This design comes from an exercise in tuning for small area, a short achievable clock period and few clock cycles per item on the open sky130 flow, not from production work.
At most, simulation tests tie the RTL to the original design; equivalence was not proved.
Only the layout flow was run in run 1; the RTL was not checked for function there.
Power figures rest on the tool's default switching activity, not on a simulated workload.

[flow/config.mk]
export PLATFORM = sky130hd
export DESIGN_NAME = rational_arith_reduce
export DESIGN_NICKNAME = rational_arith_reduce
export VERILOG_FILES = /design/flow/design.v
export SDC_FILE = /design/flow/constraint.sdc
export NUM_CORES = 4
export LEC_CHECK = 0
export CAP_MARGIN = 20
export CORE_MARGIN = 2
export CORE_UTILIZATION = 40
export SLEW_MARGIN = 20
[flow/design.v]
package rar_pkg;
   localparam logic [1:0] CMD_ADD = 2'd0;
   localparam logic [1:0] CMD_SUB = 2'd1;
   localparam logic [1:0] CMD_MUL = 2'd2;
   localparam logic [1:0] CMD_DIV = 2'd3;
   localparam int NUM_OUT_WIDTH = 33;
   localparam int DEN_OUT_WIDTH = 32;
   typedef struct packed {
      logic load;
      logic step;
   } div_ctl_type;
endpackage
module rar_cell (
   input  logic                 clock,
   input  rar_pkg::div_ctl_type ctl,
   input  logic                 load_bit,
   input  logic                 r_lo,
   input  logic                 q_lo,
   input  logic                 d_bit,
   input  logic                 borrow_in,
   input  logic                 sub,
   output logic                 r_bit,
   output logic                 q_bit,
   output logic                 borrow_out
);
   logic r_ff;
   logic q_ff;
   logic r_in;
   assign borrow_out = (~r_lo & d_bit) | (~(r_lo ^ d_bit) & borrow_in);
   assign r_in       = sub ? (r_lo ^ d_bit ^ borrow_in) : r_lo;
   always_ff @(posedge clock) begin
      if (ctl.load) begin
         r_ff <= 1'b0;
         q_ff <= load_bit;
      end else if (ctl.step) begin
         r_ff <= r_in;
         q_ff <= q_lo;
      end
   end
   assign r_bit = r_ff;
   assign q_bit = q_ff;
endmodule
module rar_div_row #(
   parameter int WIDTH = 32
) (
   input  logic                 clock,
   input  rar_pkg::div_ctl_type ctl,
   input  logic [WIDTH-1:0]     dividend,
   input  logic [WIDTH-1:0]     divisor,
   output logic [WIDTH-1:0]     quotient
);
   logic [WIDTH-1:0] r;
   logic [WIDTH-1:0] q;
   logic [WIDTH:0]   bw;
   logic             sub;
   assign bw[0] = 1'b0;
   assign sub   = r[WIDTH-1] | ~bw[WIDTH];
   for (genvar i = 0; i < WIDTH; i++) begin : g_cell
      logic r_lo;
      logic q_lo;
      if (i == 0) begin : g_first
         assign r_lo = q[WIDTH-1];
         assign q_lo = sub;
      end else begin : g_rest
         assign r_lo = r[i-1];
         assign q_lo = q[i-1];
      end
      rar_cell u_cell (
         .clock      (clock),
         .ctl        (ctl),
         .load_bit   (dividend[i]),
         .r_lo       (r_lo),
         .q_lo       (q_lo),
         .d_bit      (divisor[i]),
         .borrow_in  (bw[i]),
         .sub        (sub),
         .r_bit      (r[i]),
         .q_bit      (q[i]),
         .borrow_out (bw[i+1])
      );
   end
   assign quotient = q;
endmodule
module rational_arith_reduce #(
   parameter int OPERAND_WIDTH = 16
) (
   input  logic                                  clock,
   input  logic                                  reset,
   input  logic                                  req_tvalid,
   output logic                                  req_tready,
   input  logic [8*((2+4*OPERAND_WIDTH+7)/8)-1:0] req_tdata,
   output logic                                  rsp_tvalid,
   input  logic                                  rsp_tready,
   output logic [71:0]                           rsp_tdata,
   output logic                                  rsp_tuser
);
   localparam int W  = OPERAND_WIDTH;    
   localparam int NW = 2 * W + 1;        
   localparam int UW = 2 * W;            
   localparam int DW = 2 * W - 1;        
   localparam logic [1:0] F_IDLE = 2'd0, F_MUL = 2'd1, F_POST = 2'd2;
   logic [1:0]    fe_st;
   logic [1:0]    cmd_q;
   logic [W-1:0]  xa_q, xb_q;           
   logic [W:0]    q1_q, q2_q;
   logic [W+2:0]  hn_q;                 
   logic [W+1:0]  hd_q;                 
   logic          sd_q;                 
   logic          err_q;
   logic [2:0]    cnt_q;
   logic          is_add, is_sub, is_mul, is_div;
   assign is_add = (cmd_q == rar_pkg::CMD_ADD);
   assign is_sub = (cmd_q == rar_pkg::CMD_SUB);
   assign is_mul = (cmd_q == rar_pkg::CMD_MUL);
   assign is_div = (cmd_q == rar_pkg::CMD_DIV);
   function automatic logic [2:0] booth(input logic [2:0] b);
      booth[0] = b[1] ^ b[0];
      booth[1] = (b[2] & ~b[1] & ~b[0]) | (~b[2] & b[1] & b[0]);
      booth[2] = b[2];
   endfunction
   function automatic logic [W+1:0] ppsel(input logic [2:0] dg, input logic [W-1:0] x);
      logic [W+1:0] xs;
      xs = {{2{x[W-1]}}, x};
      ppsel = ((dg[0] ? xs : '0) | (dg[1] ? (xs << 1) : '0)) ^ {(W+2){dg[2]}};
   endfunction
   function automatic logic [8:0] digits(input logic [1:0] cmd, input logic sd,
                                         input logic [2:0] b1, input logic [2:0] b2);
      logic [2:0] d1, d2, n1, n2, dd;
      d1 = booth(b1);
      d2 = booth(b2);
      n1 = (cmd == rar_pkg::CMD_MUL) ? d2 : d1;
      n2 = (cmd == rar_pkg::CMD_ADD) ? d2 :
           (cmd == rar_pkg::CMD_SUB) ? {~d2[2], d2[1:0]} : 3'b000;
      dd = (cmd == rar_pkg::CMD_DIV) ? {d2[2] ^ sd, d2[1:0]} : {d1[2] ^ sd, d1[1:0]};
      digits = {n1, n2, dd};
   endfunction
   logic [8:0]    dg_q;
   logic [2:0]    dgn1, dgn2, dgd;
   logic [W+1:0]  ppn1, ppn2, ppd;
   logic [W+2:0]  sumn;
   logic [W+1:0]  sumd;
   logic          in_sd;
   assign {dgn1, dgn2, dgd} = dg_q;
   assign in_sd = req_tdata[2 + 2*W - 1] ^
                  ((req_tdata[1:0] == rar_pkg::CMD_DIV) ? req_tdata[2 + 3*W - 1]
                                                        : req_tdata[2 + 4*W - 1]);
   assign ppn1 = ppsel(dgn1, xa_q);
   assign ppn2 = ppsel(dgn2, xb_q);
   assign ppd  = ppsel(dgd,  xb_q);
   assign sumn = hn_q + {ppn1[W+1], ppn1} + {ppn2[W+1], ppn2}
               + (W+3)'(dgn1[2]) + (W+3)'(dgn2[2]);
   assign sumd = hd_q + ppd + (W+2)'(dgd[2]);
   logic [NW-1:0] accn;
   logic [UW-1:0] accd;
   assign accn = {hn_q[W:0], q2_q[W:1]};
   assign accd = {hd_q[W-1:0], q1_q[W:1]};
   logic          special;
   logic          strip;
   logic          fe_rdy;
   logic          hand;
   assign special = err_q | (accn == '0);
   assign strip   = ~special & ~accn[0] & ~accd[0];
   assign fe_rdy  = (fe_st == F_POST) & ~strip;
   logic          rdy_q;
   assign req_tready = rdy_q;
   always_ff @(posedge clock) begin
      if (reset) begin
         fe_st <= F_IDLE;
         rdy_q <= 1'b1;
      end else begin
         if (rdy_q && req_tvalid)
            rdy_q <= 1'b0;
         else if (hand)
            rdy_q <= 1'b1;
         unique case (fe_st)
            F_IDLE:  if (req_tvalid) fe_st <= F_MUL;
            F_MUL:   if (cnt_q == 3'd7) fe_st <= F_POST;
            F_POST:  if (hand) fe_st <= F_IDLE;
            default: fe_st <= F_IDLE;
         endcase
      end
   end
   always_ff @(posedge clock) begin
      unique case (fe_st)
         F_IDLE: begin
            cmd_q <= req_tdata[1:0];
            xa_q  <= req_tdata[2 +: W];
            xb_q  <= req_tdata[2 + W +: W];
            q2_q  <= {req_tdata[2 + 2*W +: W], 1'b0};
            q1_q  <= {req_tdata[2 + 3*W +: W], 1'b0};
            sd_q  <= in_sd;
            dg_q  <= digits(req_tdata[1:0], in_sd, {req_tdata[2 + 3*W +: 2], 1'b0},
                            {req_tdata[2 + 2*W +: 2], 1'b0});
            cnt_q <= '0;
            hn_q  <= '0;
            hd_q  <= '0;
         end
         F_MUL: begin
            if (cnt_q == 3'd0)
               err_q <= (xb_q == '0) || (q1_q == '0) || (is_div && (q2_q == '0));
            dg_q  <= digits(cmd_q, sd_q, q1_q[4:2], q2_q[4:2]);
            q1_q  <= {sumd[1:0], q1_q[W:2]};
            q2_q  <= {sumn[1:0], q2_q[W:2]};
            hd_q  <= {{2{sumd[W+1]}}, sumd[W+1:2]};
            hn_q  <= {{2{sumn[W+2]}}, sumn[W+2:2]};
            cnt_q <= cnt_q + 1'b1;
         end
         F_POST: begin
            if (strip) begin
               hn_q <= {hn_q[W+2], hn_q[W+2:1]};
               q2_q <= {hn_q[0], q2_q[W:1]};
               hd_q <= {1'b0, hd_q[W+1:1]};
               q1_q <= {hd_q[0], q1_q[W:1]};
            end
         end
         default: ;
      endcase
   end
   logic          busy_q, first_q, val_q, lerr_q;
   logic          p_sw_q, p_neg_q, p_sp_q, p_err_q;
   logic [UW-1:0] u_q, v_q;
   logic [NW-1:0] c0n_q, c1n_q;
   logic [DW-1:0] c0d_q, c1d_q;
   logic          step;
   assign hand = fe_rdy & ~busy_q;
   assign step = busy_q & ~val_q;
   logic          h_sgn, h_sw;
   logic [UW-1:0] h_absn, h_d;
   logic [NW-1:0] h_one;
   assign h_sgn  = accn[NW-1];
   assign h_absn = h_sgn ? UW'(-accn) : accn[UW-1:0];
   assign h_d    = accd;
   assign h_sw   = ~accn[0] | special;
   assign h_one  = {{(NW-1){h_sgn ^ sd_q}}, 1'b1};
   logic [NW-1:0] c0n;
   logic [DW-1:0] c0d;
   assign c0n = first_q ? (p_sw_q ? '0 : {{(NW-1){p_neg_q}}, 1'b1}) : c0n_q;
   assign c0d = first_q ? {{(DW-1){1'b0}}, p_sw_q} : c0d_q;
   logic          vodd, neg, done;
   logic [UW:0]   d1;
   logic [UW-1:0] d2, mag, x;
   logic [1:0]    s;
   logic [UW-1:0] v_next;
   logic [NW-1:0] c1n_sh, c0n_sh;
   logic [DW-1:0] c1d_sh, c0d_sh;
   logic [UW-1:0] pg_g [0:5];
   logic [UW-1:0] pg_p [0:5];
   logic [UW-1:0] hp, c_lo, c_hi;
   assign hp       = u_q ^ ~v_q;
   assign pg_g[0]  = u_q & ~v_q;
   assign pg_p[0]  = hp;
   for (genvar l = 0; l < 5; l++) begin : g_lvl
      for (genvar i = 0; i < UW; i++) begin : g_bit
         if (((i >> l) & 1) == 1) begin : g_op
            localparam int J = ((i >> (l + 1)) << (l + 1)) + (1 << l) - 1;
            assign pg_g[l+1][i] = pg_g[l][i] | (pg_p[l][i] & pg_g[l][J]);
            assign pg_p[l+1][i] = pg_p[l][i] & pg_p[l][J];
         end else begin : g_pass
            assign pg_g[l+1][i] = pg_g[l][i];
            assign pg_p[l+1][i] = pg_p[l][i];
         end
      end
   end
   assign c_lo = {pg_g[5][UW-2:0], 1'b0};
   assign c_hi = {pg_g[5][UW-2:0] | pg_p[5][UW-2:0], 1'b1};
   assign vodd = v_q[0];
   assign d1   = {pg_g[5][UW-1] | pg_p[5][UW-1], hp ^ c_hi};    
   assign d2   = ~(hp ^ c_lo);                                   
   assign neg  = ~d1[UW];
   assign mag  = neg ? d2 : d1[UW-1:0];
   assign x    = vodd ? mag : v_q;
   assign done = vodd & pg_p[5][UW-1];
   logic [3:1]    xl;
   assign xl   = vodd ? d1[3:1] : v_q[3:1];
   assign s    = xl[1] ? 2'd0 : xl[2] ? 2'd1 : xl[3] ? 2'd2 : 2'd3;
   function automatic logic [UW-1:0] rsh(input logic [UW-1:0] a, input logic [1:0] k);
      logic [UW-1:0] b;
      b = {1'b0, a[UW-1:1]};
      rsh = b >> k;
   endfunction
   assign v_next = vodd ? (neg ? rsh(d2, s) : rsh(d1[UW-1:0], s)) : rsh(v_q, s);
   assign c1n_sh = {c1n_q[NW-2:0], 1'b0} << s;
   assign c0n_sh = {c0n[NW-2:0], 1'b0} << s;
   assign c1d_sh = {c1d_q[DW-2:0], 1'b0} << s;
   assign c0d_sh = {c0d[DW-2:0], 1'b0} << s;
   always_ff @(posedge clock) begin
      if (reset) begin
         busy_q <= 1'b0;
         val_q  <= 1'b0;
      end else begin
         if (hand)
            busy_q <= 1'b1;
         else if (step && (p_sp_q || done))
            busy_q <= 1'b0;
         if (step && (p_sp_q || done))
            val_q <= 1'b1;
         else if (rsp_tready)
            val_q <= 1'b0;
      end
   end
   always_ff @(posedge clock) begin
      if (hand) begin
         first_q <= 1'b1;
         p_sw_q  <= h_sw;
         p_neg_q <= h_sgn ^ sd_q;
         p_sp_q  <= special;
         p_err_q <= err_q;
         u_q     <= h_sw ? h_d : h_absn;
         v_q     <= h_sw ? h_absn : h_d;
         c1n_q   <= h_sw ? h_one : '0;
         c1d_q   <= {{(DW-1){1'b0}}, ~h_sw};
      end else if (step) begin
         first_q <= 1'b0;
         if (p_sp_q) begin
            lerr_q <= p_err_q;
            c0n_q  <= c0n;
            c0d_q  <= c0d;
         end else begin
            lerr_q <= 1'b0;
            v_q    <= v_next;
            if (vodd) begin
               u_q   <= neg ? u_q : v_q;
               c0n_q <= c0n + c1n_q;
               c0d_q <= c0d + c1d_q;
               c1n_q <= neg ? c1n_sh : c0n_sh;
               c1d_q <= neg ? c1d_sh : c0d_sh;
            end else begin
               c0n_q <= c0n;
               c0d_q <= c0d;
               c1n_q <= c1n_sh;
               c1d_q <= c1d_sh;
            end
         end
      end
   end
   assign rsp_tvalid = val_q;
   assign rsp_tdata  = {7'b0, 1'b0, c0d_q, c0n_q};
   assign rsp_tuser  = lerr_q;
endmodule
[flow/standard.sh]
#!/bin/bash
# synth_recipe.tcl (not shown) runs the flow's synth.tcl, then flattens the netlist and writes it again
# the make line also repeats each setting of config.mk as NAME=value (left out here)
make -C /OpenROAD-flow-scripts/flow DESIGN_CONFIG=/design/flow/config.mk WORK_HOME=/design/flow/orfs CLKGATE_MAP_FILE= SYNTH_SCRIPT=/design/flow/synth_recipe.tcl "${@:-finish}"
[flow/flow/run.sh]
#!/bin/bash
# Standard layout (standard synthesis, floorplan, placement, CTS, routing) with
# the timing repair steps asked to leave 11.0 ns of setup slack at the design's
# clock period, so they size the critical paths up. The make output goes to
# make_finish.log; each ORFS step logs under orfs/logs/.
set -euo pipefail
bash standard.sh SETUP_SLACK_MARGIN=11.0 finish > make_finish.log 2>&1
[flow/constraint.sdc]
create_clock -name core_clock -period 15.0 [get_ports {clock}]
set_input_delay 3.0000 -clock core_clock [delete_from_list [all_inputs] [get_ports {clock}]]
set_output_delay 3.0000 -clock core_clock [all_outputs]
set_load 0.01 [all_outputs]
==> reports/qor.yml, run 1 <==
outcome: "timing/DRC/antenna clean"
first_pass_iters: 5
period_needed_ns: 4.226
htreeDepth: 2
hold_end: "p_err_q"
drv_slew: 0
critPathTopFamily: "flip-flops"
crit_start: "c0d_q[1]"
area_growth_pct: 17.18
drive_gt1_frac: 0.1234
antenna_left: 0
max_freq_ghz: 0.2367
cp_slowest_stage_delay_ns: 0.47
fin_skew_ns: 0.03103
portBuffers: 136
grt_overflow_total: 0
place_area_sq_um: 28120
yosysWarningCount: 3
wirelength_um: 75980
drt-initial-drc-count: 1694
cts-root-buf: "clkbuf_16"
multiInputGateArea_sq_um: 15940
rr_startpoint: "first_q"
ys_ff_latch: 322
setup_tns_ns: 0
pwr_density_cell_nw_per_um2: 260.4
r2r_cells: 18
r2r_slack_ns: 11.13
wl_per_cell_um: 18.84
dp.cells: 3860
grt_usage: 0.2175
finalSetupViolCount: 0
ir_drop_mv: 0.1466
path_cells: "buf_2"
die_area_sq_um: 67410
holdBufCountCts: 0
cts_tree: "yes"
synth_area_sq_um: 26140
critPathMaxFanout: 2
relSlewSlack: 0.2668
finalHoldViolations: 0
final_area_sq_um: 30630
r2r-end: "c0n_q[29]"
tightest_slew_ns: 1.100
cts.sinks: 322
cap_viol_max_count: 0
syn_avg_cell_area_sq_um: 8.656
worstHoldStart: "err_q"
cts_buffers: 43
hp-class: "reg -> reg"
route.detailed.drc: 0
critPathCaptureType: "primary output"
fin_nets: 3388
clock_latency_ns: 0.58
grt_first_pass_wirelength_um: 118800
grt_max_degree: 125
synth_top_flop_cell: "edfxtp_1"
clkTransAtPathRegs_ns: 0.06
synth.area.top_cells: "edfxtp_1 33%, ha_1 6.6%, o21ai_0 5.4%"
rsz0062_at_grt: "yes"
path_class: "reg -> out"
place_congestion: 0.8928
p_leak_nw: 12.44
initial_utilization: 0.4048
cts_buffer_depth: 3
synth_edf_count: 286
netlist.area_leader.share: 0.3285
ys_async_sr_fraction: 0
cp-start-kind: "register"
die_h_um: 259.6
rows: 93
core_area_sq_um: 64580
ys_types: 90
pin_count: 151
vias: 22990
cp.arrival_ns: 1.23
fin_util: 0.4743
grt_pass1_vias: 22240
vias_per_cell: 5.702
syn_inst: 3020
antenna_found_initial: 0
dieWidth_um: 259.6
layout_worst_path_cycle_share: 0.2817
path_buf_inv: 1
seqCellArea_sq_um: 9318
cp.required_ns: 12.00
finalNonFillerCells: 4032
diodes: 0
whs_path_depth: 0
hpwlAfterDp_um: 51590
slowest_stage: "edfxtp_1"
yosysTopAreaCell: "edfxtp_1"
fill_cells: 6200
ys_seq_area_frac: 0.3561
## layout by cell type (no fill, tap or decap), drive strengths merged, types with 10 or more instances in the layout
cell type      Yosys  layout
nand4             16      16
nand2            339     339
and2              14      15
o21ai            288     288
fa                28      28
a221oi            14      14
o21bai            19      19
nor4              11      11
clkbuf           134      59
nor2b             39      39
nand3             62      62
xor2              53      53
mux2i            119     119
a31oi             23      23
nor2             279     279
o21a              28      28
dfxtp             36      36
o221ai            19      19
and3              17      17
mux2              10      10
xnor2            135     135
edfxtp           286     286
o211ai            19      19
a21o              48      48
o31ai             32      32
nand2b            36      36
a211oi            48      48
clkdlybuf4s50      0      67
or3               21      21
buf               50     181
nor3              33      33
ha               138     138
a21oi            236     236
a311oi            18      18
inv              182     184
a22oi             79      79
## metal layers
layer  vias up  track usage  routed length, um
met1     10990       0.2852              33640
met4         0      0.07838               2439
met2       628       0.3659              36000
met3       136      0.03012               3892
met5         -            0                  0
li1      11240            -                  -
## worst max-delay path by stage
| stage | endpoint | slack, ns | depth (start not counted) |
|---|---|---|---|
| 2_1_floorplan | u_q[0] | 10.65 | 14 |
| 3_3_place_gp | c0n_q[31] | 10.02 | 16 |
| 3_5_place_dp | c0n_q[31] | 9.98 | 16 |
| 4_1_cts | rsp_tdata[27] | 10.76 | 1 |
| 5_1_grt | rsp_tdata[27] | 10.75 | 1 |
| 6_report | rsp_tdata[34] | 10.77 | 1 |
## synthesized netlist by cell type (39+ instances only)
master and count:
a21o_1 48, mux2i_1 119, nor2b_1 39, a22oi_1 79
xor2_1 53, ha_1 138, edfxtp_1 286, o21ai_0 280
xnor2_1 135, inv_1 179, a21oi_1 236, nand3_1 62
clkbuf_1 132, a211oi_1 48, nand2_1 339, nor2_1 279
## cell type report
class | instances | area share
timing repair buffer | 254 | 0.07103
clock buffer | 58 | 0.04003
multi-input combinational | 2343 | 0.5205
tap | 855 | 0.03493
clock inverter | 18 | 0.006454
sequential | 322 | 0.3042
inverter | 182 | 0.02283
## metrics by stage
step / power, mW / hold WS (ns) / worst slack, ns
detailed placement: 6.523 / 0.4635 / 9.979
global placement: 6.416 / 0.4502 / 10.02
global route: 8.663 / 0.4996 / 10.75
floorplan: 5.400 / 0.4264 / 10.65
CTS: 7.775 / 0.4790 / 10.76
finish: 7.975 / 0.4814 / 10.77
## logic make-up (layout without fill, tap and decap cells)
logic type               count (synthesis)  in the layout  synth area share
multiplexers                           136            136           0.05591
XOR/XNOR                               188            188           0.06299
flip-flops                             322            322            0.3561
adder cells (fa/ha/maj)                166            166           0.08750
other                                    1              8         0.0001435
AO/OA/AOI/OAI                          950            951            0.2300
buffers and inverters                  366            512           0.05524
AND/OR/NAND/NOR                        891            894            0.1521
## flip-flops by register name (all words and copies together), names as in the netlist, 18 cells and up
register,count
v_q,32
c0d_q,31
c1d_q,31
c1n_q,33
u_q,32
c0n_q,33
hn_q,19
hd_q,18
## timing repair
item	CTS	global route
gates cloned	6	3
setup endpoints to repair	309	220
buffers inserted	56	31
pin swaps	12	24
resized for setup	347	89
## report_power, final
group,internal (mW),switching (mW),total (mW)
combinational,2.15,3.05,5.21
sequential,1.43,0.279,1.71
clock,0.640,0.416,1.06
==> run 2: changes to the inputs <==
--- a/flow/design.v
+++ b/flow/design.v
@@ -241,8 +241,8 @@
    logic [UW-1:0] d2, mag, x;
    logic [1:0]    s;
    logic [UW-1:0] v_next;
-   logic [NW-1:0] c1n_sh, c0n_sh;
-   logic [DW-1:0] c1d_sh, c0d_sh;
+   logic [NW-1:0] c1n_sh;
+   logic [DW-1:0] c1d_sh;
    logic [UW-1:0] pg_g [0:5];
    logic [UW-1:0] pg_p [0:5];
    logic [UW-1:0] hp, c_lo, c_hi;
@@ -278,11 +278,13 @@
       b = {1'b0, a[UW-1:1]};
       rsh = b >> k;
    endfunction
-   assign v_next = vodd ? (neg ? rsh(d2, s) : rsh(d1[UW-1:0], s)) : rsh(v_q, s);
-   assign c1n_sh = {c1n_q[NW-2:0], 1'b0} << s;
-   assign c0n_sh = {c0n[NW-2:0], 1'b0} << s;
-   assign c1d_sh = {c1d_q[DW-2:0], 1'b0} << s;
-   assign c0d_sh = {c0d[DW-2:0], 1'b0} << s;
+   assign v_next = rsh(x, s);
+   logic [NW-1:0] cmn;
+   logic [DW-1:0] cmd_;
+   assign cmn    = (vodd & ~neg) ? c0n : c1n_q;
+   assign cmd_   = (vodd & ~neg) ? c0d : c1d_q;
+   assign c1n_sh = {cmn[NW-2:0], 1'b0} << s;
+   assign c1d_sh = {cmd_[DW-2:0], 1'b0} << s;
    always_ff @(posedge clock) begin
       if (reset) begin
          busy_q <= 1'b0;
@@ -322,8 +324,8 @@
                u_q   <= neg ? u_q : v_q;
                c0n_q <= c0n + c1n_q;
                c0d_q <= c0d + c1d_q;
-               c1n_q <= neg ? c1n_sh : c0n_sh;
-               c1d_q <= neg ? c1d_sh : c0d_sh;
+               c1n_q <= c1n_sh;
+               c1d_q <= c1d_sh;
             end else begin
                c0n_q <= c0n;
                c0d_q <= c0d;
==> flow/flow/run.sh (replaced) <==
#!/bin/bash
# Standard layout (standard synthesis, floorplan, placement, CTS, routing) with
# the timing repair steps asked to leave 11.0 ns of setup slack at the design's
# clock period, so they size the critical paths up, and every port buffered
# with buf_4 rather than the default delay-buffer cell. The make output goes to
# make_finish.log; each ORFS step logs under orfs/logs/.
set -euo pipefail
bash standard.sh SETUP_SLACK_MARGIN=11.0 "BUFFER_PORTS_ARGS=-buffer_cell sky130_fd_sc_hd__buf_4" finish > make_finish.log 2>&1
==> run 2 against run 1 <==
Largest power group unchanged. Utilization grew 2.0 points. Sequential power shrank 29%. Routed wire length shrank 2.9%. Count of clock-buffer cells in the layout shrank 1. Setup slack lost 0.042 ns. Synthesized area shrank 2.6%. First-iteration DRC count grew 5.3%.
==> reports/qor.yml, run 2 <==
drive_gt1_frac: 0.1774
whs_path_depth: 2
rows: 92
rr_startpoint: "first_q"
cp.arrival_ns: 4.58
synth.area.top_cells: "edfxtp_1 34%, ha_1 6.8%, mux2i_1 4.9%"
portBuffers: 136
place_congestion: 0.8856
grt_first_pass_wirelength_um: 113400
synth_top_flop_cell: "edfxtp_1"
ys_ff_latch: 322
fin_skew_ns: 0.01964
die_h_um: 256.3
synth_area_sq_um: 25460
antenna_found_initial: 0
cp-start-kind: "register"
drv_slew: 0
fin_nets: 3265
final_common_cell: "nor2_1"
drt-initial-drc-count: 1784
netlist.area_leader.share: 0.3373
die_area_sq_um: 65680
hpwlAfterDp_um: 48680
grt_overflow_total: 0
setup_tns_ns: 0
syn_inst: 2840
clkTransAtPathRegs_ns: 0.06
p_leak_nw: 12.91
period_needed_ns: 4.268
cts_buffers: 42
worstHoldStart: "c1d_q[12]"
outcome: "timing/DRC/antenna clean"
route.detailed.drc: 0
initial_utilization: 0.4044
r2r_cells: 19
met1Wirelength_um: 31820
ys_top_cells_by_count: "331 x nor2_1, 286 x edfxtp_1, 237 x nand2_1, 234 x a21oi_1, 209 x o21ai_0"
wirelength_um: 73790
wl_per_cell_um: 18.91
antenna_left: 0
top_layer: "met4"
hp-class: "reg -> reg"
cts_buffer_depth: 3
pwr_density_cell_nw_per_um2: 139.1
hold_end: "c1d_q[12]"
cap_viol_max_count: 0
core_area_sq_um: 62970
first_pass_iters: 6
wl_met2_um: 36530
cp.required_ns: 15.32
ir_drop_mv: 0.1115
met3WireLength_um: 3737
cts_tree: "yes"
r2r_slack_ns: 10.73
rsz0062_at_grt: "yes"
r2r-end: "c0n_q[32]"
ys_seq_area_frac: 0.3656
yosysMostFrequentCell: "nor2_1"
path_class: "reg -> reg"
grt_pass1_vias: 21360
area_growth_pct: 22.14
fill_cells: 5882
yosysWarningCount: 3
syn_avg_cell_area_sq_um: 8.965
holdBufCountCts: 0
critPathCaptureType: "register"
layout_common_cells: "319 x nor2_1, 286 x edfxtp_1, 230 x nand2_1"
tightest_slew_ns: 1.012
clock_latency_ns: 0.57
grt_max_degree: 94
yosysTopAreaCell: "edfxtp_1"
fin_util: 0.4939
htreeDepth: 2
diodes: 0
dieWidth_um: 256.3
finalSetupViolCount: 0
layout_worst_path_cycle_share: 0.2845
synth_edf_count: 286
cts.sinks: 322
ys_async_sr_fraction: 0
cts-root-buf: "clkbuf_16"
max_freq_ghz: 0.2343
vias_per_cell: 5.711
ys_types: 92
finalHoldViolations: 0
relSlewSlack: 0.3251
pre_cts_ws_ns: 9.593
pin_count: 151
timing.final.ws_setup_ns: 10.73
vias: 22280
critPathMaxFanout: 7
top_regs: "c0n_q (33), c1n_q (33)"
grt_usage: 0.2098
[run 2: cell count changes after synthesis, sizes merged, moves of 16 or more]
| cell | delta |
|---|---|
| nor2 | +53 |
| buf | +21 |
| nand2 | -101 |
| clkbuf | -36 |
| nand3 | -16 |
| o21ai | -71 |
| inv | -42 |
| o22ai | +21 |
| a21o | +31 |
| o21a | -18 |
[run 2: power breakdown]
part	internal (mW)	leakage, nW	total [mW]	switching (mW)
combinational	0.891	9.10	2.07	1.18
sequential	1.10	3.13	1.21	0.108
clock	0.641	0.686	1.05	0.406
[run 2: worst max-delay path: stages, from the launching register on]
cell       delay, ns
dfxtp_4         0.35
buf_12          0.13
clkinv_16       0.05
nor3b_4         0.28
buf_6           0.16
clkbuf_16       0.15
a21o_1          0.20
ha_4            0.25
and4_4          0.17
and4_4          0.20
o211ai_1        0.08
buf_4           0.16
a21oi_4         0.05
o31a_1          0.34
o2111ai_2       0.28
a21oi_2         0.11
a41o_1          0.27
o41ai_2         0.37
mux2i_1         0.31
xnor2_1         0.09
[run 2: per-stage QoR]
step / area [sq um] / total power, mW / cells / hold WS, ns
2_1_floorplan: 25530 / 2.669 / 2847 / 0.4162
3_3_place_gp: 27110 / 3.011 / 3688 / 0.4578
3_5_place_dp: 27110 / 3.061 / 3688 / 0.4768
4_1_cts: 29710 / 4.206 / 3841 / 0.4912
5_1_grt: 31100 / 4.655 / 3902 / 0.5226
6_report: 31100 / 4.326 / 3902 / 0.4944
[run 2: routing by layer]
| layer | up-vias | global-route usage |
|---|---|---|
| met4 | 0 | 0.05556 |
| met5 | - | 0 |
| li1 | 10810 | - |
| met2 | 676 | 0.3689 |
| met3 | 114 | 0.02323 |
| met1 | 10680 | 0.2730 |
[run 2: worst max-delay path by stage]
stage | from | cells after the start | to | slack [ns]
5_1_grt | first_q | 19 | c0n_q[32] | 10.58
3_3_place_gp | q2_q[1] | 13 | c1n_q[14] | 9.62
4_1_cts | c0n_q[5] | 1 | rsp_tdata[5] | 10.78
6_report | first_q | 19 | c0n_q[32] | 10.73
2_1_floorplan | v_q[0] | 18 | v_q[11] | 11.00
3_5_place_dp | q2_q[1] | 13 | c1n_q[13] | 9.59
[run 2: cell type report]
cell class / instances / area, sq um / share of cell area
multi-input combinational: 2220 / 15880 / 0.5108
inverter: 142 / 574.3 / 0.01847
clock buffer: 57 / 1191 / 0.03830
clock inverter: 20 / 221.5 / 0.007121
timing repair buffer: 293 / 2835 / 0.09117
tap: 846 / 1059 / 0.03404
timing repair inverter: 2 / 16.27 / 0.0005230
sequential: 322 / 9318 / 0.2996
[run 2: repair_timing]
action	4_1_cts	5_1_grt
resized for setup	131	171
endpoints found under the setup margin	338	255
pin swaps	9	52
cloned	7	10
buffers inserted	69	50
[run 2: cell families after synthesis]
| logic type | Yosys count | share of synthesized area |
|---|---|---|
| AOI/OAI and AO/OA | 888 | 0.2275 |
| and+or+nand+nor | 820 | 0.1433 |
| DFF | 322 | 0.3656 |
| buffers and inverters | 311 | 0.05076 |
| xor gates and xnor gates | 195 | 0.06708 |
| adders and majority gates | 166 | 0.08983 |
| muxes | 137 | 0.05578 |
| other | 1 | 0.0001473 |
Testbench counts of run 2, summed over its fixed seeds: cycles 40,005, items 2,400.
==> run 3: changes to the inputs <==
==> flow/flow/run.sh (replaced) <==
#!/bin/bash
# Standard layout (standard synthesis, floorplan, placement, CTS, routing) with
# the timing repair steps asked to leave 10.8 ns of setup slack at the design's
# clock period, so they size the critical paths up, and every port buffered
# with buf_4 rather than the default delay-buffer cell. The make output goes to
# make_finish.log; each ORFS step logs under orfs/logs/.
set -euo pipefail
bash standard.sh SETUP_SLACK_MARGIN=10.8 "BUFFER_PORTS_ARGS=-buffer_cell sky130_fd_sc_hd__buf_4" finish > make_finish.log 2>&1
==> run 3 against run 2 <==
Still clean on timing, DRC and antenna. Sequential share of layout area increased by 1.6 points. Sequential power is essentially flat. Setup slack better by 0.032 ns. Die area stayed put. Fmax up 0.77%. Critical path depth is the same. Largest power group unchanged.
==> reports/qor.yml, run 3 <==
synth_edf_count: 286
p_leak_nw: 12.29
drive_gt1_frac: 0.1313
path_class: "reg -> reg"
cts_buffers: 41
critPathCaptureType: "register"
relSlewSlack: 0.3062
clock_latency_ns: 0.58
power_frac_clock: 0.231
fin_nets: 3188
power.switching_mw: 1.660
route.detailed.drc: 0
syn_avg_cell_area_sq_um: 8.965
ir_drop_mv: 0.09988
cap_viol_max_count: 0
yosysTopAreaCell: "edfxtp_1"
place_area_sq_um: 27120
rows: 92
ys_types: 92
cp.required_ns: 15.33
finalHoldViolations: 0
synth.area.top_cells: "edfxtp_1 34%, ha_1 6.8%, mux2i_1 4.9%"
top_regs: "c0n_q (33), c1n_q (33)"
final_common_cell: "nor2_1"
tightest_slew_ns: 1.041
period_needed_ns: 4.235
rsz0062_at_grt: "yes"
wirelength_um: 69780
hp-class: "reg -> reg"
syn_inst: 2840
pwr_density_cell_nw_per_um2: 141.8
grt_first_pass_wirelength_um: 111400
ys_ff_latch: 322
core_area_sq_um: 62970
synth_area_sq_um: 25460
wl_per_cell_um: 18.25
drv_slew: 0
ys_top_cells_by_count: "331 x nor2_1, 286 x edfxtp_1, 237 x nand2_1, 234 x a21oi_1, 209 x o21ai_0"
holdBufCountCts: 0
pwr-share-seq: 0.289
portBuffers: 136
cts.sinks: 322
layout_worst_path_cycle_share: 0.2823
pin_count: 151
first_pass_iters: 6
grt_overflow_total: 0
die_h_um: 256.3
yosysWarningCount: 3
clkTransAtPathRegs_ns: 0.06
fin_skew_ns: 0.01530
critPathMaxFanout: 4
finalSetupViolCount: 0
cts_buffer_depth: 3
die_area_sq_um: 65680
netlist.area_leader.share: 0.3373
grt_pass1_vias: 21190
fin_util: 0.4680
htreeDepth: 2
final_area_sq_um: 29470
diodes: 0
layout_common_cells: "326 x nor2_1, 286 x edfxtp_1, 231 x nand2_1"
internal-power_mw: 2.520
ys_async_sr_fraction: 0
yosysMostFrequentCell: "nor2_1"
cts_tree: "yes"
grt_usage: 0.2057
cp.arrival_ns: 4.57
cts-root-buf: "clkbuf_16"
combinationalPowerShare: 0.481
place_congestion: 0.8852
antenna_found_initial: 0
antenna_left: 0
setup_tns_ns: 0
vias_per_cell: 5.668
vias: 21670
synth_top_flop_cell: "edfxtp_1"
outcome: "timing/DRC/antenna clean"
drt-initial-drc-count: 1446
ys_seq_area_frac: 0.3656
dieWidth_um: 256.3
grt_max_degree: 94
max_freq_ghz: 0.2361
area_growth_pct: 15.75
initial_utilization: 0.4044
cp-start-kind: "register"
p_sw_frac: 0.3971
hpwlAfterDp_um: 48880
==> run 3: cell counts after synthesis <==
Identical to the previous run, type by type.
==> run 3: final timing paths <==
path	startpoint	cells past startpoint	end	slack, ns
max	first_q	19	c0n_q[32]	10.76
min	err_q	0	p_err_q	0.48
min reg2reg	err_q	0	p_err_q	0.48
max reg2reg	first_q	19	c0n_q[32]	10.76
==> run 3: area by class of cell <==
cell class / instances / area, sq um
repair buffers: 224 / 1941
flip-flops and latches: 322 / 9314
well taps: 846 / 1059
multi-input cells: 2214 / 15310
clock buffers: 55 / 1121
inverters: 142 / 569.3
repair inverters: 1 / 11.26
fillers: 6060 / 33500
clock inverters: 20 / 141.4
==> run 3: power by group through the flow <==
stage / registers (mW) / logic (mW) / clock network [mW]
final: 1.21 / 2.01 / 0.964
after global placement: 1.24 / 1.76 / 0
after floorplan: 1.18 / 1.49 / 0
after global routing: 1.22 / 2.26 / 1.01
after CTS: 1.22 / 1.88 / 0.984
after detailed placement: 1.25 / 1.81 / 0
==> run 3: logic make-up after synthesis <==
| logic type | Yosys count | share of synthesized area |
|---|---|---|
| AOI/OAI and AO/OA | 888 | 0.2275 |
| and+or+nand+nor | 820 | 0.1433 |
| DFF | 322 | 0.3656 |
| buffers and inverters | 311 | 0.05076 |
| xor gates and xnor gates | 195 | 0.06708 |
| adders and majority gates | 166 | 0.08983 |
| muxes | 137 | 0.05578 |
| other | 1 | 0.0001473 |
==> run 3: routing by layer <==
metal  up-vias  GRT usage  part of all wire
met5         -          0                 0
met3       105    0.02392             0.047
met1     10370     0.2698              0.44
met2       551     0.3578              0.49
met4         0    0.05572             0.023
li1      10650          -                 -
==> run 3: what timing repair did <==
action,in CTS,in global routing
endpoints found under the hold margin,0,0
setup buffers,23,32
pin swaps,8,19
cloned,2,2
resized for setup,57,65
endpoints found under the setup margin,270,243
==> run 3: critical path, stage by stage, from the launching register on <==
cell,delay (ns)
dfxtp_4,0.35
buf_12,0.13
clkinv_16,0.05
nor3b_4,0.29
buf_6,0.16
clkbuf_16,0.13
a21o_1,0.16
ha_4,0.23
o21a_1,0.17
or2_2,0.27
o211ai_1,0.08
buf_4,0.16
a21oi_2,0.06
o31a_1,0.34
o2111ai_2,0.29
a21oi_2,0.11
a41o_1,0.24
o41ai_4,0.40
mux2i_2,0.28
xnor2_1,0.08
==> run 3: through the flow <==
step | total power [mW] | instances | setup WS, ns | hold WS (ns)
detailed placement | 3.053 | 3690 | 9.846 | 0.4606
global route | 4.497 | 3824 | 10.66 | 0.5132
global placement | 3.009 | 3690 | 9.946 | 0.4681
finish | 4.179 | 3824 | 10.76 | 0.4829
CTS | 4.083 | 3790 | 10.68 | 0.4907
floorplan | 2.666 | 2847 | 10.82 | 0.4162
==> run 4: changes to the inputs <==
--- a/flow/design.v
+++ b/flow/design.v
@@ -103,8 +103,8 @@
    logic [1:0]    cmd_q;
    logic [W-1:0]  xa_q, xb_q;           
    logic [W:0]    q1_q, q2_q;
-   logic [W+2:0]  hn_q;                 
-   logic [W+1:0]  hd_q;                 
+   logic [W:0]    hn_q;                 
+   logic [W-1:0]  hd_q;                 
    logic          sd_q;                 
    logic          err_q;
    logic [2:0]    cnt_q;
@@ -147,9 +147,9 @@
    assign ppn1 = ppsel(dgn1, xa_q);
    assign ppn2 = ppsel(dgn2, xb_q);
    assign ppd  = ppsel(dgd,  xb_q);
-   assign sumn = hn_q + {ppn1[W+1], ppn1} + {ppn2[W+1], ppn2}
+   assign sumn = {{2{hn_q[W]}}, hn_q} + {ppn1[W+1], ppn1} + {ppn2[W+1], ppn2}
                + (W+3)'(dgn1[2]) + (W+3)'(dgn2[2]);
-   assign sumd = hd_q + ppd + (W+2)'(dgd[2]);
+   assign sumd = {{2{hd_q[W-1]}}, hd_q} + ppd + (W+2)'(dgd[2]);
    logic [NW-1:0] accn;
    logic [UW-1:0] accd;
    assign accn = {hn_q[W:0], q2_q[W:1]};
@@ -201,15 +201,15 @@
             dg_q  <= digits(cmd_q, sd_q, q1_q[4:2], q2_q[4:2]);
             q1_q  <= {sumd[1:0], q1_q[W:2]};
             q2_q  <= {sumn[1:0], q2_q[W:2]};
-            hd_q  <= {{2{sumd[W+1]}}, sumd[W+1:2]};
-            hn_q  <= {{2{sumn[W+2]}}, sumn[W+2:2]};
+            hd_q  <= sumd[W+1:2];
+            hn_q  <= sumn[W+2:2];
             cnt_q <= cnt_q + 1'b1;
          end
          F_POST: begin
             if (strip) begin
-               hn_q <= {hn_q[W+2], hn_q[W+2:1]};
+               hn_q <= {hn_q[W], hn_q[W:1]};
                q2_q <= {hn_q[0], q2_q[W:1]};
-               hd_q <= {1'b0, hd_q[W+1:1]};
+               hd_q <= {1'b0, hd_q[W-1:1]};
                q1_q <= {hd_q[0], q1_q[W:1]};
             end
          end
@@ -221,9 +221,10 @@
    logic [UW-1:0] u_q, v_q;
    logic [NW-1:0] c0n_q, c1n_q;
    logic [DW-1:0] c0d_q, c1d_q;
-   logic          step;
-   assign hand = fe_rdy & ~busy_q;
-   assign step = busy_q & ~val_q;
+   logic          step, fin;
+   assign step = busy_q & (~val_q | (first_q & ~v_q[0] & ~p_sp_q));
+   assign fin  = step & (p_sp_q | done);
+   assign hand = fe_rdy & (~busy_q | fin);
    logic          h_sgn, h_sw;
    logic [UW-1:0] h_absn, h_d;
    logic [NW-1:0] h_one;
@@ -292,15 +293,35 @@
       end else begin
          if (hand)
             busy_q <= 1'b1;
-         else if (step && (p_sp_q || done))
+         else if (fin)
             busy_q <= 1'b0;
-         if (step && (p_sp_q || done))
+         if (fin)
             val_q <= 1'b1;
          else if (rsp_tready)
             val_q <= 1'b0;
       end
    end
    always_ff @(posedge clock) begin
+      if (step) begin
+         if (p_sp_q) begin
+            lerr_q <= p_err_q;
+            c0n_q  <= c0n;
+            c0d_q  <= c0d;
+         end else begin
+            v_q <= v_next;
+            c1n_q <= c1n_sh;
+            c1d_q <= c1d_sh;
+            if (vodd) begin
+               first_q <= 1'b0;
+               lerr_q  <= 1'b0;
+               u_q     <= neg ? u_q : v_q;
+               c0n_q <= first_q ? (p_sw_q ? c1n_q : {{(NW-1){p_neg_q}}, 1'b1})
+                                : c0n_q + c1n_q;
+               c0d_q <= first_q ? (p_sw_q ? {{(DW-1){1'b0}}, 1'b1} : c1d_q)
+                                : c0d_q + c1d_q;
+            end
+         end
+      end
       if (hand) begin
          first_q <= 1'b1;
          p_sw_q  <= h_sw;
@@ -311,28 +332,6 @@
          v_q     <= h_sw ? h_absn : h_d;
          c1n_q   <= h_sw ? h_one : '0;
          c1d_q   <= {{(DW-1){1'b0}}, ~h_sw};
-      end else if (step) begin
-         first_q <= 1'b0;
-         if (p_sp_q) begin
-            lerr_q <= p_err_q;
-            c0n_q  <= c0n;
-            c0d_q  <= c0d;
-         end else begin
-            lerr_q <= 1'b0;
-            v_q    <= v_next;
-            if (vodd) begin
-               u_q   <= neg ? u_q : v_q;
-               c0n_q <= c0n + c1n_q;
-               c0d_q <= c0d + c1d_q;
-               c1n_q <= c1n_sh;
-               c1d_q <= c1d_sh;
-            end else begin
-               c0n_q <= c0n;
-               c0d_q <= c0d;
-               c1n_q <= c1n_sh;
-               c1d_q <= c1d_sh;
-            end
-         end
       end
    end
    assign rsp_tvalid = val_q;
==> run 4 against run 3 <==
Worst hold slack gained 0.046 ns. Clock power grew 2.8%. Die area grew 0.64%. Sequential share of layout area shrank 1.4 points. Routed wire length grew 13%. Utilization grew 1.4 points. Combinational power grew 150%. Via count grew 7.4%.
==> reports/qor.yml, run 4 <==
grt_first_pass_wirelength_um: 121100
ys_ff_latch: 318
die_h_um: 257.1
die_area_sq_um: 66110
r2r-end: "c1n_q[30]"
cts_tree: "yes"
clock_latency_ns: 0.58
p_sw_frac: 0.4652
cp.arrival_ns: 1.21
layout_common_cells: "314 x a21oi_1, 282 x edfxtp_1, 259 x buf_4"
whs_path_depth: 2
route.detailed.drc: 0
drv_slew: 0
cts-root-buf: "clkbuf_16"
finalHoldViolations: 0
pin_count: 151
cts_buffers: 42
path_buf_inv: 1
path_class: "reg -> out"
period_needed_ns: 4.210
vias: 23270
ys_async_sr_fraction: 0
outcome: "timing/DRC/antenna clean"
area_growth_pct: 18.95
max_freq_ghz: 0.2375
critPathMaxFanout: 2
ys_seq_area_frac: 0.3586
p_leak_nw: 12.17
final_common_cell: "a21oi_1"
critPathTopFamily: "flip-flops"
place_area_sq_um: 27260
grt_pass1_vias: 22370
tightest_slew_ns: 1.088
synth.area.top_cells: "edfxtp_1 33%, ha_1 6.7%, a21oi_1 6.3%"
first_pass_iters: 6
grt_overflow_total: 0
rows: 92
diodes: 0
drive_gt1_frac: 0.1502
yosysTopAreaCell: "edfxtp_1"
top_regs: "c0n_q (33), c1n_q (33)"
vias_per_cell: 5.904
grt_max_degree: 81
synth_top_flop_cell: "edfxtp_1"
power_frac_clock: 0.130
pwr-share-seq: 0.222
antenna_left: 0
place_congestion: 0.9496
relSlewSlack: 0.2745
critPathCaptureType: "primary output"
rr_startpoint: "q2_q[11]"
rsz0062_at_grt: "yes"
initial_utilization: 0.4055
clkTransAtPathRegs_ns: 0.06
fin_nets: 3303
drt-initial-drc-count: 2075
slowest_stage: "edfxtp_1"
cp.required_ns: 12.00
crit_start: "c0d_q[28]"
worstHoldStart: "c1d_q[1]"
synth_area_sq_um: 25630
cts_buffer_depth: 3
fin_skew_ns: 0.01530
path_cells: "buf_6"
portBuffers: 136
yosysWarningCount: 3
syn_avg_cell_area_sq_um: 8.864
power.switching_mw: 3.545
setup_tns_ns: 0
finalSetupViolCount: 0
htreeDepth: 2
hp-class: "reg -> reg"
antenna_found_initial: 0
wirelength_um: 78550
pwr_density_cell_nw_per_um2: 250.0
cp-start-kind: "register"
ir_drop_mv: 0.1421
layout_worst_path_cycle_share: 0.2806
dieWidth_um: 257.1
holdBufCountCts: 0
hpwlAfterDp_um: 51450
netlist.area_leader.share: 0.3304
wl_per_cell_um: 19.93
ys_top_cells_by_count: "324 x a21oi_1, 282 x edfxtp_1, 247 x nor2_1, 238 x o21ai_0, 232 x nand2_1"
grt_usage: 0.2254
internal-power_mw: 4.075
core_area_sq_um: 63200
cts.sinks: 318
cp_slowest_stage_delay_ns: 0.47
r2r_cells: 14
hold_end: "c1d_q[1]"
cap_viol_max_count: 0
yosysMostFrequentCell: "a21oi_1"
final_area_sq_um: 30480
combinationalPowerShare: 0.648
ys_types: 86
syn_inst: 2891
r2r_slack_ns: 10.88
synth_edf_count: 282
==> run 4: power by group through the flow <==
stage                     clock [mW]  combinational [mW]  sequential (mW)
after floorplan                    0                3.56             1.60
after global placement             0                4.32             1.74
after detailed placement           0                4.40             1.76
after CTS                       1.01                4.68             1.69
after global routing            1.04                5.48             1.73
final                          0.991                4.94             1.69
==> run 4: metal layers <==
metal	track usage	routed length, um	share of wire	vias up
li1	-	-	-	11150
met1	0.2961	33100	0.42	11070
met2	0.3846	37670	0.48	875
met3	0.02600	5352	0.068	173
met4	0.07590	2421	0.031	0
met5	0	0	0	-
==> run 4: timing repair <==
item,4_1_cts,5_1_grt
buffers inserted,87,37
resized for setup,90,45
setup endpoints to repair,298,235
pin swaps,8,19
gates cloned,10,9
==> run 4: metrics by stage <==
step	util	setup slack [ns]	cells	power (mW)	hold WS (ns)
after floorplan	-	10.83	2898	5.159	0.4264
after global placement	0.4314	9.442	3721	6.059	0.5004
after detailed placement	0.4314	9.394	3721	6.159	0.5079
after CTS	0.4721	10.75	3895	7.387	0.5199
after global routing	0.4824	10.77	3941	8.244	0.5350
final	0.4824	10.79	3941	7.620	0.5287
==> run 4: cells by family after synthesis <==
kind of cell | share of synthesized area
buffers and inverters | 0.05156
and+or+nand+nor | 0.1312
muxes | 0.04345
other | 0.0001463
AOI/OAI and AO/OA | 0.2620
adders and majority gates | 0.08847
DFF | 0.3586
xor gates and xnor gates | 0.06459
==> run 4: worst max path at each step <==
stage	endpoint	slack [ns]	cells past startpoint
after floorplan	v_q[13]	10.83	18
after global placement	c1n_q[32]	9.44	13
after detailed placement	c1n_q[30]	9.39	13
after CTS	v_q[13]	10.75	17
after global routing	v_q[13]	10.77	17
final	rsp_tdata[61]	10.79	1
==> run 4: layout make-up <==
| class | instances | area [sq um] |
|---|---|---|
| tap | 846 | 1059 |
| timing repair buffer | 306 | 2786 |
| timing repair inverter | 1 | 6.256 |
| clock buffer | 55 | 1204 |
| inverter | 135 | 519.2 |
| clock inverter | 22 | 141.4 |
| sequential | 318 | 9193 |
| multi-input combinational | 2258 | 15570 |
| fill | 5976 | 32710 |
==> run 4: worst min-delay path: stages (launching register included) <==
cell	delay [ns]
dfxtp_1	0.36
nand2_1	0.07
a21oi_1	0.05
Testbench counts of run 4, summed over its fixed seeds: cycles 38,469, items 2,400.
==> run 5: changes to the inputs <==
==> flow/flow/run.sh (replaced) <==
#!/bin/bash
# Standard layout (standard synthesis, floorplan, placement, CTS, routing) with
# the timing repair steps asked to leave 10.6 ns of setup slack at the design's
# clock period, so they size the critical paths up, and every port buffered
# with buf_4 rather than the default delay-buffer cell. The make output goes to
# make_finish.log; each ORFS step logs under orfs/logs/.
set -euo pipefail
bash standard.sh SETUP_SLACK_MARGIN=10.6 "BUFFER_PORTS_ARGS=-buffer_cell sky130_fd_sc_hd__buf_4" finish > make_finish.log 2>&1
==> run 5 against run 4 <==
Sequential power about the same. Routed wire length down 3.8%. Count of clock-buffer cells in the layout up 1. Critical path depth up 10. Critical path type is now reg -> reg. Critical endpoint is now c1n_q[10].
==> reports/qor.yml, run 5 <==
yosysMostFrequentCell: "a21oi_1"
slowest_stage: "or4_4"
initial_utilization: 0.4055
cp_slowest_stage_delay_ns: 0.60
vias_per_cell: 5.914
finalHoldViolations: 0
path_buf_inv: 2
syn_inst: 2891
vias: 22650
synth_area_sq_um: 25630
place_area_sq_um: 27270
grt_usage: 0.2207
rr_startpoint: "q2_q[11]"
area_growth_pct: 14.55
first_pass_iters: 6
p_leak_nw: 11.54
drive_gt1_frac: 0.1126
die_area_sq_um: 66110
cts_buffer_depth: 3
synth_top_family_by_area: "compound AO/OA/AOI/OAI gates"
multiInputGateArea_sq_um: 15400
cp.arrival_ns: 4.55
grt_pass1_vias: 21930
ys_top_cells_by_count: "324 x a21oi_1, 282 x edfxtp_1, 247 x nor2_1, 238 x o21ai_0, 232 x nand2_1"
hpwlAfterDp_um: 51500
ys_async_sr_fraction: 0
layout_common_cells: "324 x a21oi_1, 282 x edfxtp_1, 241 x nor2_1"
clock_latency_ns: 0.59
grt_first_pass_wirelength_um: 119100
cp.required_ns: 15.21
route.detailed.drc: 0
finalSetupViolCount: 0
drv_slew: 0
wirelength_um: 75580
dieWidth_um: 257.1
worstHoldStart: "c1d_q[2]"
final_area_sq_um: 29360
top_regs: "c0n_q (33), c1n_q (33)"
drt-initial-drc-count: 1879
ys_types: 86
fin_nets: 3191
cts_tree: "yes"
critPathCaptureType: "register"
layout_worst_path_cycle_share: 0.2899
holdBufCountCts: 0
portBuffers: 136
synth_edf_count: 282
syn_avg_cell_area_sq_um: 8.864
rsz0062_at_grt: "yes"
grt_overflow_total: 0
ys_seq_area_frac: 0.3586
synth_top_flop_cell: "edfxtp_1"
grt_max_degree: 81
clkTransAtPathRegs_ns: 0.06
place_congestion: 0.9501
cts-root-buf: "clkbuf_16"
pwr_density_cell_nw_per_um2: 254.9
cts.sinks: 318
antenna_left: 0
ir_drop_mv: 0.1433
htreeDepth: 2
rows: 92
crit_start: "q2_q[11]"
relSlewSlack: 0.2810
seqCellArea_sq_um: 9190
tightest_slew_ns: 1.079
fill_cells: 6064
path_cells: "or4_4, nor3_4, nand3_1, or2_4, or4_4, o41ai_4, buf_6, o31a_1, nand2_4, buf_6, nand2_4"
setup_tns_ns: 0
synthAdderAreaFrac: 0.08847
synth-simple-area-share: 0.1312
critPathTopFamily: "simple AND/OR/NAND/NOR gates"
cts_buffers: 42
path_class: "reg -> reg"
hp-class: "reg -> reg"
diodes: 0
die_h_um: 257.1
wl_per_cell_um: 19.74
yosysWarningCount: 3
final_common_cell: "a21oi_1"
synth_xor_xnor_area_share: 0.06459
synth-compound-area-share: 0.2620
antenna_found_initial: 1
cap_viol_max_count: 0
outcome: "timing/DRC/antenna clean"
ys_ff_latch: 318
max_freq_ghz: 0.2300
period_needed_ns: 4.348
fin_skew_ns: 0.02156
netlist.area_leader.share: 0.3304
critPathMaxFanout: 70
muxShareOfSynthArea: 0.04345
yosysTopAreaCell: "edfxtp_1"
synth.area.top_cells: "edfxtp_1 33%, ha_1 6.7%, a21oi_1 6.3%"
pin_count: 151
core_area_sq_um: 63200
cp-start-kind: "register"
-- run 5: report_power, final --
part | internal, mW | leakage [nW] | switching [mW]
clock network | 0.667 | 0.713 | 0.420
registers | 1.42 | 3.07 | 0.300
logic | 1.93 | 7.76 | 2.75
total | 4.01 | 11.5 | 3.47
-- run 5: worst register-to-register path, cell delays in order (launching register included) --
cell and delay (ns):
edfxtp_1 0.46, or4_4 0.60, nor3_4 0.16, nand3_1 0.19, or2_4 0.30, or4_4 0.52, o41ai_4 0.33, buf_6 0.17
o31a_1 0.21, nand2_4 0.12, buf_6 0.33, nand2_4 0.59
-- run 5: cells by family (layout without fill, tap and decap cells) --
group | count (synthesis) | count (layout)
compound gates | 1056 | 1056
fa+ha+maj | 165 | 165
buf+inv | 328 | 410
mux | 101 | 101
flops | 318 | 318
simple gates | 733 | 736
xor+xnor | 189 | 189
other cells | 1 | 8
-- run 5: worst paths after layout --
kind / end / slack (ns) / depth (start not counted)
worst max-delay path: c1n_q[10] / 10.65 / 11
worst min-delay path: c1d_q[2] / 0.52 / 2
worst max register to register: c1n_q[10] / 10.65 / 11
worst min register to register: c1d_q[2] / 0.52 / 2
-- run 5: final cells by class --
type / instances / area share
sequential: 318 / 0.3131
multi-input combinational: 2255 / 0.5247
timing repair buffer: 197 / 0.05839
clock buffer: 56 / 0.04113
timing repair inverter: 1 / 0.0002131
inverter: 135 / 0.01752
tap: 846 / 0.03606
clock inverter: 21 / 0.008908
-- run 5: per-stage QoR --
step	hold slack [ns]	setup slack, ns	power (mW)	utilization	std cells
detailed placement	0.5040	9.380	6.169	0.4316	3722
CTS	0.5124	10.61	7.380	0.4608	3815
global route	0.5391	10.57	8.077	0.4645	3829
floorplan	0.4264	10.66	5.158	-	2898
global placement	0.4907	9.446	6.061	0.4316	3722
finish	0.5237	10.65	7.483	0.4645	3829
-- run 5: per-layer routing --
metal	part of all wire	vias to the layer above	track usage
met5	0	-	0
met3	0.059	126	0.02551
met1	0.44	10840	0.2946
met4	0.028	0	0.06848
li1	-	10930	-
met2	0.48	744	0.3735
-- run 5: repair_timing --
item | CTS | global route
gates cloned | 6 | 2
buffers inserted | 10 | 12
resized for setup | 42 | 25
endpoints found under the setup margin | 216 | 133
pin swaps | 2 | 7
==> run 6: changes to the inputs <==
==> flow/flow/run.sh (replaced) <==
#!/bin/bash
# Standard layout (standard synthesis, floorplan, placement, CTS, routing) with
# the timing repair steps asked to leave 10.8 ns of setup slack at the design's
# clock period, so they size the critical paths up, and every port buffered
# with buf_2 rather than the default delay-buffer cell. The make output goes to
# make_finish.log; each ORFS step logs under orfs/logs/.
set -euo pipefail
bash standard.sh SETUP_SLACK_MARGIN=10.8 "BUFFER_PORTS_ARGS=-buffer_cell sky130_fd_sc_hd__buf_2" finish > make_finish.log 2>&1
==> run 6 against run 5 <==
Power is 1.5% higher. Cell area up 1.8%. Sequential share of layout area decreased by 0.54 points. Worst hold slack worse by 0.0077 ns. Cell count rose by 2.6%. First-iteration DRC count is 9.2% higher. Synthesized area is the same. Synthesized cell count unchanged. Clock skew rose by 0.0065 ns. Via count grew 2.5%. Sequential power is 2% lower.
==> reports/qor.yml, run 6 <==
antenna_left: 0
grt_first_pass_wirelength_um: 121900
max_freq_ghz: 0.2375
die_area_sq_um: 66110
clock_latency_ns: 0.59
die_h_um: 257.1
wl_per_cell_um: 19.75
synth_edf_count: 282
ys_types: 86
layout_common_cells: "320 x a21oi_1, 282 x edfxtp_1, 242 x nor2_1"
relSlewSlack: 0.2837
setup_tns_ns: 0
cts_tree: "yes"
area_growth_pct: 16.58
ys_ff_latch: 318
cap_viol_max_count: 0
finalNonFillerCells: 3927
ys_async_sr_fraction: 0
portBuffers: 136
finalHoldViolations: 0
final_area_sq_um: 29880
yosysTopAreaCell: "edfxtp_1"
cp_slowest_stage_delay_ns: 0.44
fill_cells: 6061
rows: 92
power.switching_mw: 3.548
vias: 23210
grt_max_degree: 81
path_cells: "buf_2"
combinationalPowerShare: 0.649
place_area_sq_um: 26920
rsz0062_at_grt: "yes"
cp-start-kind: "register"
grt_usage: 0.2264
critPathCaptureType: "primary output"
synth_area_sq_um: 25630
grt_pass1_vias: 22860
critPathTopFamily: "flip-flops"
htreeDepth: 2
internal-power_mw: 4.046
pin_count: 151
ir_drop_mv: 0.1571
outcome: "timing/DRC/antenna clean"
core_area_sq_um: 63200
path_class: "reg -> out"
wirelength_um: 77570
tightest_slew_ns: 1.074
cts_buffer_depth: 3
antenna_found_initial: 1
power_frac_clock: 0.130
finalSetupViolCount: 0
place_congestion: 0.9518
top_regs: "c0n_q (33), c1n_q (33)"
initial_utilization: 0.4055
dieWidth_um: 257.1
pwr_density_cell_nw_per_um2: 254.2
dp.cells: 3720
synth.area.top_cells: "edfxtp_1 33%, ha_1 6.7%, a21oi_1 6.3%"
slowest_stage: "edfxtp_1"
vias_per_cell: 5.911
route.detailed.drc: 0
first_pass_iters: 9
p_sw_frac: 0.4672
clkTransAtPathRegs_ns: 0.06
ys_top_cells_by_count: "324 x a21oi_1, 282 x edfxtp_1, 247 x nor2_1, 238 x o21ai_0, 232 x nand2_1"
hpwlAfterDp_um: 51600
period_needed_ns: 4.210
syn_avg_cell_area_sq_um: 8.864
netlist.area_leader.share: 0.3304
cts_buffers: 42
pwr-share-seq: 0.221
cp.required_ns: 12.00
cts-root-buf: "clkbuf_16"
drive_gt1_frac: 0.1438
drv_slew: 0
drt-initial-drc-count: 2051
synth_top_flop_cell: "edfxtp_1"
fin_skew_ns: 0.02803
yosysWarningCount: 3
path_buf_inv: 1
diodes: 0
yosysMostFrequentCell: "a21oi_1"
grt_overflow_total: 0
holdBufCountCts: 0
hp-class: "reg -> reg"
layout_worst_path_cycle_share: 0.2807
syn_inst: 2891
cp.arrival_ns: 1.21
p_leak_nw: 11.91
cts.sinks: 318
fin_nets: 3292
final_common_cell: "a21oi_1"
ys_seq_area_frac: 0.3586
critPathMaxFanout: 2
-- run 6: kinds of logic after synthesis --
group	count (synthesis)	share of synthesized area
other cells	1	0.0001463
xor+xnor	189	0.06459
fa+ha+maj	165	0.08847
mux	101	0.04345
compound gates	1056	0.2620
flops	318	0.3586
simple gates	733	0.1312
buf+inv	328	0.05156
-- run 6: worst paths after layout --
| check | slack (ns) | from | cells past startpoint | end |
|---|---|---|---|---|
| min | 0.52 | val_q | 2 | val_q |
| max | 10.79 | c0d_q[26] | 1 | rsp_tdata[59] |
| max reg2reg | 10.89 | v_q[0] | 17 | v_q[19] |
| min reg2reg | 0.52 | val_q | 2 | val_q |
-- run 6: final cells by class --
class	instances	area [sq um]	share of cell area
Clock buffer	53	1102	0.03690
Clock inverter	21	201.4	0.006743
Inverter	135	519.2	0.01738
Multi-Input combinational cell	2255	15540	0.5201
Sequential cell	318	9193	0.3077
Tap cell	846	1059	0.03543
Timing Repair Buffer	297	2251	0.07534
Timing Repair inverter	2	12.51	0.0004188
-- run 6: repair_timing --
item                                   CTS  global route
setup endpoints to repair              302           131
endpoints found under the hold margin    0             0
resized for setup                       66            40
pin swaps                                5            21
gates cloned                            10             3
setup buffers                           96            23
-- run 6: power by group through the flow --
| stage | registers [mW] | clock network (mW) | logic [mW] |
|---|---|---|---|
| 2_1_floorplan | 1.60 | 0 | 3.56 |
| 3_3_place_gp | 1.74 | 0 | 4.30 |
| 3_5_place_dp | 1.75 | 0 | 4.40 |
| 4_1_cts | 1.68 | 1.01 | 4.71 |
| 5_1_grt | 1.72 | 1.04 | 5.46 |
| 6_report | 1.68 | 0.985 | 4.93 |
-- run 6: stage by stage --
step           hold slack (ns)  total power, mW  setup slack [ns]    util
2_1_floorplan           0.4264            5.159             10.83       -
3_3_place_gp            0.4996            6.044             9.397  0.4259
3_5_place_dp            0.5090            6.153             9.247  0.4259
4_1_cts                 0.5111            7.402             10.75  0.4661
5_1_grt                 0.5313            8.215             10.72  0.4728
6_report                0.5160            7.593             10.79  0.4728
-- run 6: per-layer routing --
layer	vias to the layer above	part of all wire	track usage
met1	11130	0.43	0.2935
met3	159	0.064	0.02965
li1	11110	-	-
met5	-	0.00017	0
met2	811	0.48	0.3878
met4	2	0.031	0.07703
-- run 6: worst register-to-register path: stages (launching register included) --
cell,delay [ns]
edfxtp_1,0.43
buf_12,0.15
inv_1,0.07
buf_8,0.21
ha_1,0.21
fa_2,0.27
nand3_4,0.11
a211oi_2,0.30
a211oi_4,0.12
o2111ai_2,0.34
a21o_4,0.25
buf_12,0.21
nor2_1,0.07
a21oi_1,0.25
xor2_1,0.13
mux4_2,0.50
a21oi_1,0.16
o21ai_0,0.09
==> run 7: changes to the inputs <==
--- a/flow/config.mk
+++ b/flow/config.mk
@@ -7,5 +7,5 @@
 export LEC_CHECK = 0
 export CAP_MARGIN = 20
 export CORE_MARGIN = 2
-export CORE_UTILIZATION = 40
+export CORE_UTILIZATION = 70
 export SLEW_MARGIN = 20
==> run 7 against run 6 <==
Fmax grew 0.44%. Clock skew shrank 0.015 ns. Routed wire length shrank 1.0%. Utilization grew 31 points. Critical path type unchanged. Largest power group unchanged.
==> reports/qor.yml, run 7 <==
cts_buffer_depth: 3
max_freq_ghz: 0.2386
syn_avg_cell_area_sq_um: 8.864
grt_usage: 0.3733
synth.area.top_cells: "edfxtp_1 33%, ha_1 6.7%, a21oi_1 6.3%"
top_regs: "c0n_q (33), c1n_q (33)"
cp.depth: 1
ir_drop_mv: 0.1829
ys_async_sr_fraction: 0
grt_overflow_total: 0
antenna_found_initial: 2
layout_common_cells: "323 x a21oi_1, 282 x edfxtp_1, 242 x nor2_1"
grt_pass1_vias: 22490
vias: 24040
clkTransAtPathRegs_ns: 0.06
route.detailed.drc: 0
yosysTopAreaCell: "edfxtp_1"
ys_seq_area_frac: 0.3586
setup_tns_ns: 0
critPathMaxFanout: 4
hp-class: "reg -> reg"
grt_max_degree: 81
ys_types: 86
drv_slew: 0
drive_gt1_frac: 0.1230
synth_edf_count: 282
grt_first_pass_wirelength_um: 115200
area_growth_pct: 11.58
yosysMostFrequentCell: "a21oi_1"
cp-start-kind: "register"
finalSetupViolCount: 0
slowest_stage: "edfxtp_1"
pwr_density_cell_nw_per_um2: 266.1
endpoint: "rsp_tdata[58]"
power.total_mw: 7.610
rows: 70
r2r_slack_ns: 10.81
outcome: "timing/DRC/antenna clean"
path_class: "reg -> out"
whs_path_depth: 1
hpwlAfterDp_um: 49810
p_leak_nw: 11.46
wirelength_um: 76750
vias_per_cell: 6.914
netlist.area_leader.share: 0.3304
fill_cells: 2466
critPathCaptureType: "primary output"
die_area_sq_um: 38160
cap_viol_max_count: 0
cp.required_ns: 12.00
clock_latency_ns: 0.56
pin_count: 151
layout_worst_path_cycle_share: 0.2794
initial_utilization: 0.7051
cts.sinks: 318
dp.cells: 3336
portBuffers: 136
critPathTopFamily: "flip-flops"
r2r_cells: 14
fin_skew_ns: 0.01316
path_cells: "buf_2"
ys_top_cells_by_count: "324 x a21oi_1, 282 x edfxtp_1, 247 x nor2_1, 238 x o21ai_0, 232 x nand2_1"
ys_ff_latch: 318
tightest_slew_ns: 1.048
holdBufCountCts: 0
synth_area_sq_um: 25630
cts-root-buf: "clkbuf_16"
relSlewSlack: 0.3011
r2r-end: "c1n_q[18]"
cp.arrival_ns: 1.19
cp_slowest_stage_delay_ns: 0.46
htreeDepth: 2
crit_start: "c0d_q[25]"
synth_top_flop_cell: "edfxtp_1"
rsz0062_at_grt: "yes"
antenna_left: 0
final_common_cell: "a21oi_1"
syn_inst: 2891
path_buf_inv: 1
place_congestion: 0.9535
cts_tree: "yes"
rr_startpoint: "q2_q[11]"
yosysWarningCount: 3
finalHoldViolations: 0
dieWidth_um: 195.3
drt-initial-drc-count: 2557
core_area_sq_um: 36350
fin_nets: 3223
cts_buffers: 37
finalNonFillerCells: 3477
first_pass_iters: 9
die_h_um: 195.3
period_needed_ns: 4.191
wl_per_cell_um: 22.07
[run 7: cell count changes in the layout (fill, tap and decap cells not counted), moves of 3 or more]
cell / before / now
a21oi_1: 320 / 323
clkbuf_8: 1 / 8
buf_4: 137 / 77
buf_8: 4 / 0
clkinv_1: 5 / 0
bufbuf_16: 5 / 1
a21oi_2: 4 / 1
clkinv_2: 7 / 10
inv_6: 3 / 0
clkbuf_16: 44 / 41
[run 7: power breakdown]
group / switching (mW) / internal, mW
clock network: 0.379 / 0.523
registers: 0.293 / 1.41
logic: 2.99 / 2.01
total: 3.66 / 3.95
[run 7: layer usage]
| layer | global-route usage | share of wire |
|---|---|---|
| met1 | 0.4764 | 0.38 |
| met2 | 0.6165 | 0.47 |
| met3 | 0.06149 | 0.10 |
| met4 | 0.1911 | 0.048 |
| met5 | 0 | 0.00025 |
[run 7: worst min path at each step]
stage          slack (ns)       to  start
6_report             0.51    rdy_q  rdy_q
5_1_grt              0.53    rdy_q  rdy_q
4_1_cts              0.50    rdy_q  rdy_q
3_5_place_dp         0.48    rdy_q  rdy_q
3_3_place_gp         0.47    rdy_q  rdy_q
2_1_floorplan        0.43  p_err_q  err_q
[run 7: layout make-up]
class,instances,area (sq um),share of cell area
Inverter,135,524.3,0.01833
Sequential cell,318,9191,0.3214
Antenna cell,1,2.502,0.00008751
Multi-Input combinational cell,2258,15490,0.5416
Clock buffer,53,1056,0.03693
Timing Repair Buffer,230,1627,0.05688
Clock inverter,12,110.1,0.003851
Timing Repair inverter,2,12.51,0.0004376
Tap cell,468,585.6,0.02048
[run 7: cell families (layout without fill, tap and decap cells)]
logic type,count (synthesis),after routing,synth area share
compound gates,1056,1057,0.2620
simple gates,733,738,0.1312
buf+inv,328,432,0.05156
flops,318,318,0.3586
xor+xnor,189,189,0.06459
fa+ha+maj,165,165,0.08847
mux,101,101,0.04345
other cells,1,9,0.0001463
[run 7: through the flow]
stage | utilization | worst slack (ns) | hold slack (ns) | area, sq um
5_1_grt | 0.7866 | 10.72 | 0.5274 | 28590
6_report | 0.7867 | 10.81 | 0.5063 | 28590
3_5_place_dp | 0.7265 | 9.479 | 0.4809 | 26410
4_1_cts | 0.7692 | 10.79 | 0.4983 | 27960
2_1_floorplan | - | 10.83 | 0.4264 | 25710
3_3_place_gp | 0.7263 | 9.487 | 0.4679 | 26400
[run 7: repair_timing]
item,4_1_cts,5_1_grt
setup buffers,25,36
gates resized for setup,29,48
pin swaps,6,9
endpoints found under the setup margin,237,178
gates cloned,5,9

[re-timing with driven ports]
Ports are ideal in the flow. The routed layouts listed here were re-timed in OpenROAD.
Step 1: set_driving_cell puts a clkbuf_16 on clock and a buf_2 on each other input, an assumption about the parent block.
Step 2, shift: input delay + t, output delay - t, t = (earliest + latest rising clock arrival at the registers) / 2. This alone moves slack from input paths to output paths.
Three values: ideal ports, drivers, drivers and shift; two values: the first two.
run	t, ns	slack for setup (ns)
run 1	0.622	10.774 / 10.715 / 10.418
run 2	0.620	10.732 / 10.732 / 10.676
run 3	0.630	10.765 / 10.747 / 10.605
run 4	0.632	10.790 / 10.731 / 10.587
run 5	0.633	10.652 / 10.652 / 10.605
run 6	0.633	10.790 / 10.734 / 10.621
run 7	0.607	10.809 / 10.751 / 10.549
After both steps setup and hold are still met in every run listed.
